This is an optimization exercise on Yosys and OpenROAD, whose aim is a short achievable clock period and few clock cycles, not a production implementation. Function was checked by simulation only, so behaviour that the tests miss may differ from the original. Power figures rest on the tool's default switching activity, not on a simulated workload.

== build 83 ==
// mem_io_responder
module mem_io_responder #(
  parameter int          Nloc      = 64,
  parameter int          Dbits     = 32,
  parameter logic [31:0] DMEM_BASE = 32'h1001_0000,
  parameter logic [31:0] IO_BASE   = 32'h1003_0000
) (
  input  logic              clk,
  input  logic              reset,
  input  logic [31:0]       mem_addr,
  input  logic              mem_rd,
  input  logic              mem_wr,
  input  logic [Dbits-1:0]  mem_writedata,
  output logic [Dbits-1:0]  mem_readdata,
  output logic              cpu_enable,
  output logic [15:0]       led
);
  localparam int AW = $clog2(Nloc);
  logic        wait_q;           
  logic [15:0] led_q;
  logic [31:0] cycle_q, cycle_inc;
  logic        err_q;
  logic [Nloc-1:0][Dbits-1:0] ram_q;
  logic [Dbits-1:0]           rdata_q, rdata_d, io_rd, wb_rd;
  logic             wb_vld_q;
  logic [Nloc-1:0]  wb_we_q;
  logic [AW-1:0]    wb_idx_q;
  logic [Dbits-1:0] wb_data_q;
  logic             fwd;
  logic          aligned;
  logic          dmem_hit;
  logic          io_base;
  logic          io_led, io_cyc, io_stat, io_hit;
  logic [AW-1:0] ram_idx;
  always_comb begin
    aligned  = (mem_addr[1:0] == 2'b00);
    io_base  = aligned && (mem_addr[31:16] == IO_BASE[31:16]) &&
               (mem_addr[15:4] == 12'd0);
    io_led   = io_base && (mem_addr[3:2] == 2'd0);
    io_cyc   = io_base && (mem_addr[3:2] == 2'd1);
    io_stat  = io_base && (mem_addr[3:2] == 2'd2);
    io_hit   = io_led | io_cyc | io_stat;
    ram_idx  = mem_addr[AW+1:2];
  end
  mio_hit #(.BASE(DMEM_BASE[31:16]), .AW(AW)) u_hit (.addr(mem_addr), .hit(dmem_hit));
  ...
make LEC_CHECK=0 ABC_CLOCK_PERIOD_IN_PS=2000 CAP_MARGIN=20 CORE_MARGIN=2 CORE_UTILIZATION=70 PLACE_DENSITY=0.8 SETUP_SLACK_MARGIN=2.9 SLEW_MARGIN=20 SYNTH_HIERARCHICAL=1 SYNTH_MINIMUM_KEEP_SIZE=0 TNS_END_PERCENT=100 finish   # period 5.5 ns
run.sh (not shown) runs the stock make flow with config.mk's settings and CLKGATE_MAP_FILE= SYNTH_SCRIPT=/design/flow/synth_recipe.tcl, a recipe that flattens the netlist after the stock synthesis.
Build 83 reached the end of the flow, and the finished layout is clean on the timing, design-rule and antenna checks.
Testbench counts of build 83, summed over its fixed seeds: cycles 32,650.
Here is what was changed in the inputs of build 92 compared with build 83.
--- a/flow/config.mk
+++ b/flow/config.mk
@@ -9,6 +9,5 @@
 export CAP_MARGIN = 20
 export CORE_MARGIN = 2
-export CORE_UTILIZATION = 70
-export PLACE_DENSITY = 0.8
+export CORE_UTILIZATION = 50
 export SETUP_SLACK_MARGIN = 2.9
 export SLEW_MARGIN = 20
Results
- For clock skew, build 92 and build 83 come out practically identical.
- There was hardly any difference in clock-pin slew on the worst setup and hold paths between build 92 and build 83.
- Build 92 vs. build 83: relative contribution of the clock network to total power went up by 0.7 points.
- Number of sequential storage elements came out exactly the same in build 92 and build 83.
- Build 83 → build 92: power after layout went up by 1.3%; final routed wirelength across all metal layers +about 9%; time the worst path needs with I/O delays and setup decreased by 0.091 ns relative to the old numbers; met1 layer wirelength in the final routing rose about 24%; least setup slack across all paths after layout now larger.
- Build 83 -> build 92: share of power burned in combinational logic flat
- Looking at build 92 and build 83, the layout multi-input combinational cell count is a wash.
Setup changes, build 92 to build 62
--- a/flow/config.mk
+++ b/flow/config.mk
@@ -9,6 +9,7 @@
 export CAP_MARGIN = 20
 export CORE_MARGIN = 2
-export CORE_UTILIZATION = 50
-export SETUP_SLACK_MARGIN = 2.9
+export CORE_UTILIZATION = 65
+export PLACE_DENSITY = 0.75
+export SETUP_SLACK_MARGIN = 3.1
 export SLEW_MARGIN = 20
 export SYNTH_HIERARCHICAL = 1
==> comparison <==
Leakage power total in build 62 is 1.1% lower than in build 92
In the metrics for build 62 and build 92, the one carrying the higher instance area at placement is build 92.
Taking build 92 as the reference, in build 62 routed length per instance up about 1%; final hold slack moved up.

---

## before
Another version of the RTL of mem_io_responder (not shown whole).
For scale: about 4400 cells after synthesis, about 2200 flip-flops, ~120 I/O pins, about 86000 sq um of cells after synthesis.
Settings: LEC_CHECK=0, ABC_CLOCK_PERIOD_IN_PS=2000, CAP_MARGIN=20, CORE_MARGIN=2, CORE_UTILIZATION=65, PLACE_DENSITY=0.75, SETUP_SLACK_MARGIN=2.9, SLEW_MARGIN=20, SYNTH_HIERARCHICAL=1, SYNTH_MINIMUM_KEEP_SIZE=0, TNS_END_PERCENT=100; clock period 5.5 ns.
Testbench counts of before, summed over its fixed seeds: cycles 32,650.
Here is what was changed in the inputs of after compared with before.
Settings: a deleted PLACE_DENSITY that had been 0.75; a change of CORE_UTILIZATION from 65 to 50.
### Flow results
- On ratio of final minimum period to clock period, before and after are neck and neck.
- From before to after the numbers moved as follows: number of global-route vias before repair went down; worst setup slack after placement fell by 0.18 ns; switching power now sits higher; cell area has increased; clock skew now sits lower.
- As of after, total wirelength of the detailed-routed design had risen by a few percent compared to before.
- Power drawn by the sequential cells: after vs before, no meaningful difference

---

Setup of rev 12:
RTL: one of the versions met above, not the one the previous note started from.
For scale: ~120 I/O pins.
make LEC_CHECK=0 ABC_CLOCK_PERIOD_IN_PS=2000 CAP_MARGIN=20 CORE_MARGIN=2 CORE_UTILIZATION=65 PLACE_DENSITY=0.75 SETUP_SLACK_MARGIN=3.3 SLEW_MARGIN=20 SYNTH_HIERARCHICAL=1 SYNTH_MINIMUM_KEEP_SIZE=0 TNS_END_PERCENT=100 finish   # period 5.5 ns
Testbench counts of rev 12, summed over its fixed seeds: cycles 32,650.
Changes in rev 13 relative to rev 12:
- SETUP_SLACK_MARGIN now 2.9, was 3.3
Rev 13 completed; timing, DRC and antenna clean. The endpoint of the worst setup timing path comes out rdata_q[1]$_DFF_P_ in one run and rdata_q[13]$_DFF_P_ in the other, namely in rev 13 and rev 12 respectively. After detailed routing, rev 12 needs more wire than rev 13. Diff rev 12 -> rev 13: critical path depth in cells fell 4; final setup slack of the worst path has increased; cell area decreased by about 1.2% relative to the old numbers. Rev 12 reports its slowest stage cell on the critical path as nor3_2 while rev 13 reports bufbuf_16.

---

Setup of run C:
Another version of the RTL of mem_io_responder (not shown whole).
For scale: ~4,500 cells after synthesis, about 120 I/O pins, roughly 87,000 sq um of cells after synthesis.
export LEC_CHECK = 0
export ABC_CLOCK_PERIOD_IN_PS = 2000
export CAP_MARGIN = 20
export CORE_MARGIN = 2
export CORE_UTILIZATION = 65
export PLACE_DENSITY = 0.75
export SETUP_SLACK_MARGIN = 2.9
export SLEW_MARGIN = 20
export SYNTH_HIERARCHICAL = 1
export SYNTH_MINIMUM_KEEP_SIZE = 0
export TNS_END_PERCENT = 100
create_clock -name core_clock -period 5.5 [get_ports {clk}]
Testbench counts of run C, summed over its fixed seeds: cycles 32,650.
Inputs modified between run C and run B:
diff --git a/flow/config.mk b/flow/config.mk
--- a/flow/config.mk
+++ b/flow/config.mk
@@ -11,5 +11,5 @@
 export CORE_UTILIZATION = 65
 export PLACE_DENSITY = 0.75
-export SETUP_SLACK_MARGIN = 2.9
+export SETUP_SLACK_MARGIN = 3.1
 export SLEW_MARGIN = 20
 export SYNTH_HIERARCHICAL = 1
### Flow results
Run B supports a lower top clock frequency than run C. Layout cell share with drive strength beyond 1 ended up 2.3 points higher on run B than on run C. Run B: full flow OK, the timing, design-rule and antenna checks passed. The standard cells in run B occupy more silicon area than those in run C do.

---

Setup of JK:
Another version of the RTL of mem_io_responder (not shown whole).
Size: ~4500 cells after synthesis, ~120 I/O pins, about 0.088 sq mm of cells after synthesis.
==> flow/config.mk <==
export PLATFORM = sky130hd
export DESIGN_NAME = mem_io_responder
export DESIGN_NICKNAME = mem_io_responder
export VERILOG_FILES = /design/flow/design.v
export SDC_FILE = /design/flow/constraint.sdc
export NUM_CORES = 4
export LEC_CHECK = 0
export ABC_CLOCK_PERIOD_IN_PS = 2000
export CAP_MARGIN = 20
export CORE_MARGIN = 2
export CORE_UTILIZATION = 50
export SETUP_SLACK_MARGIN = 2.9
export SLEW_MARGIN = 20
export SYNTH_HIERARCHICAL = 1
export SYNTH_MINIMUM_KEEP_SIZE = 0
export TNS_END_PERCENT = 100
==> flow/constraint.sdc <==
create_clock -name core_clock -period 5.5 [get_ports {clk}]
set_input_delay 1.1000 -clock core_clock [delete_from_list [all_inputs] [get_ports {clk}]]
set_output_delay 1.1000 -clock core_clock [all_outputs]
set_load 0.01 [all_outputs]
JK finished end to end and its layout was clean on timing, DRC and antenna.
Testbench counts of JK, summed over its fixed seeds: cycles 32,650.
Inputs modified between JK and MS:
- CORE_UTILIZATION changed from 50 to 65
- PLACE_DENSITY newly set to 0.75
## What came out
- MS finished every step from synthesis to the final layout, and the layout passed the timing, design-rule and antenna checks.
- Diff JK..MS | final-report setup violation count | unchanged
- Comparing MS and JK, transition at the pin with the smallest max-transition slack is higher on JK.
- Higher part of the total power dissipated in the clock network among MS and JK: JK
- The run showing the greater proportion of layout cells with a drive suffix above 1 is JK.
- JK → MS: first-pass GRT wire length climbed about 1.5%, setup slack climbed 0.0071 ns, number of antenna violations at the first check in global routing climbed 7, wire length climbed 11 mm.
- In the flow results for MS and JK, the register-to-register slack is larger on MS.
- Lower sequential cell area share goes to JK over MS.

[separate check: timing with driven ports]
Ports are ideal in the flow. The routed layouts listed here were re-timed in OpenROAD. Step 1: set_driving_cell puts a clkbuf_16 on clk and a buf_2 on each other input, an assumption about the parent block. Step 2 moves the port delays by t, midway between the first and last clock arrival at a register: inputs arrive t later, outputs are due t later. That takes back most of the time a late clock gives input paths. Three values: ideal ports, drivers, drivers and shift; two values: the first two.
| run | t (ns) | slack for setup (ns) | latest minus earliest clock arrival (ns) | slew at the worst register clock pin (ns) | worst data-port slew with drivers (ns) |
|---|---|---|---|---|---|
| build 83 | 0.909 | 2.698 / 2.739 / 1.830 | 0.035 / 0.035 | 0.07 / 0.07 | 0.18 |
| build 92 | 0.937 | 2.790 / 2.811 / 1.874 | 0.032 / 0.032 | 0.07 / 0.07 | 0.21 |
| build 62 | 0.909 | 2.891 / 2.895 / 1.995 | 0.031 / 0.031 | 0.07 / 0.07 | 0.13 |
| before | 0.911 | 2.730 / 2.750 / 1.839 | 0.047 / 0.047 | 0.07 / 0.07 | 0.10 |
| after | 0.921 | 2.723 / 2.695 / 1.774 | 0.028 / 0.028 | 0.06 / 0.06 | 0.19 |
| rev 12 | 0.914 | 2.716 / 2.774 / 1.860 | 0.025 / 0.026 | 0.07 / 0.07 | 0.13 |
| rev 13 | 0.893 | 2.843 / 2.864 / 2.005 | 0.036 / 0.036 | 0.07 / 0.07 | 0.13 |
| run C | 0.892 | 2.781 / 2.823 / 1.931 | 0.036 / 0.036 | 0.07 / 0.07 | 0.06 |
| run B | 0.906 | 2.728 / 2.778 / 1.872 | 0.027 / 0.028 | 0.07 / 0.07 | 0.06 |
| JK | 0.911 | 2.623 / 2.663 / 1.755 | 0.033 / 0.033 | 0.07 / 0.07 | 0.16 |
| MS | 0.902 | 2.630 / 2.665 / 1.763 | 0.033 / 0.034 | 0.07 / 0.07 | 0.10 |
After both steps setup and hold are still met in every run listed. The setup slack of after, which loses most, moves by -0.028 ns with the drivers and by -0.949 ns with both steps.
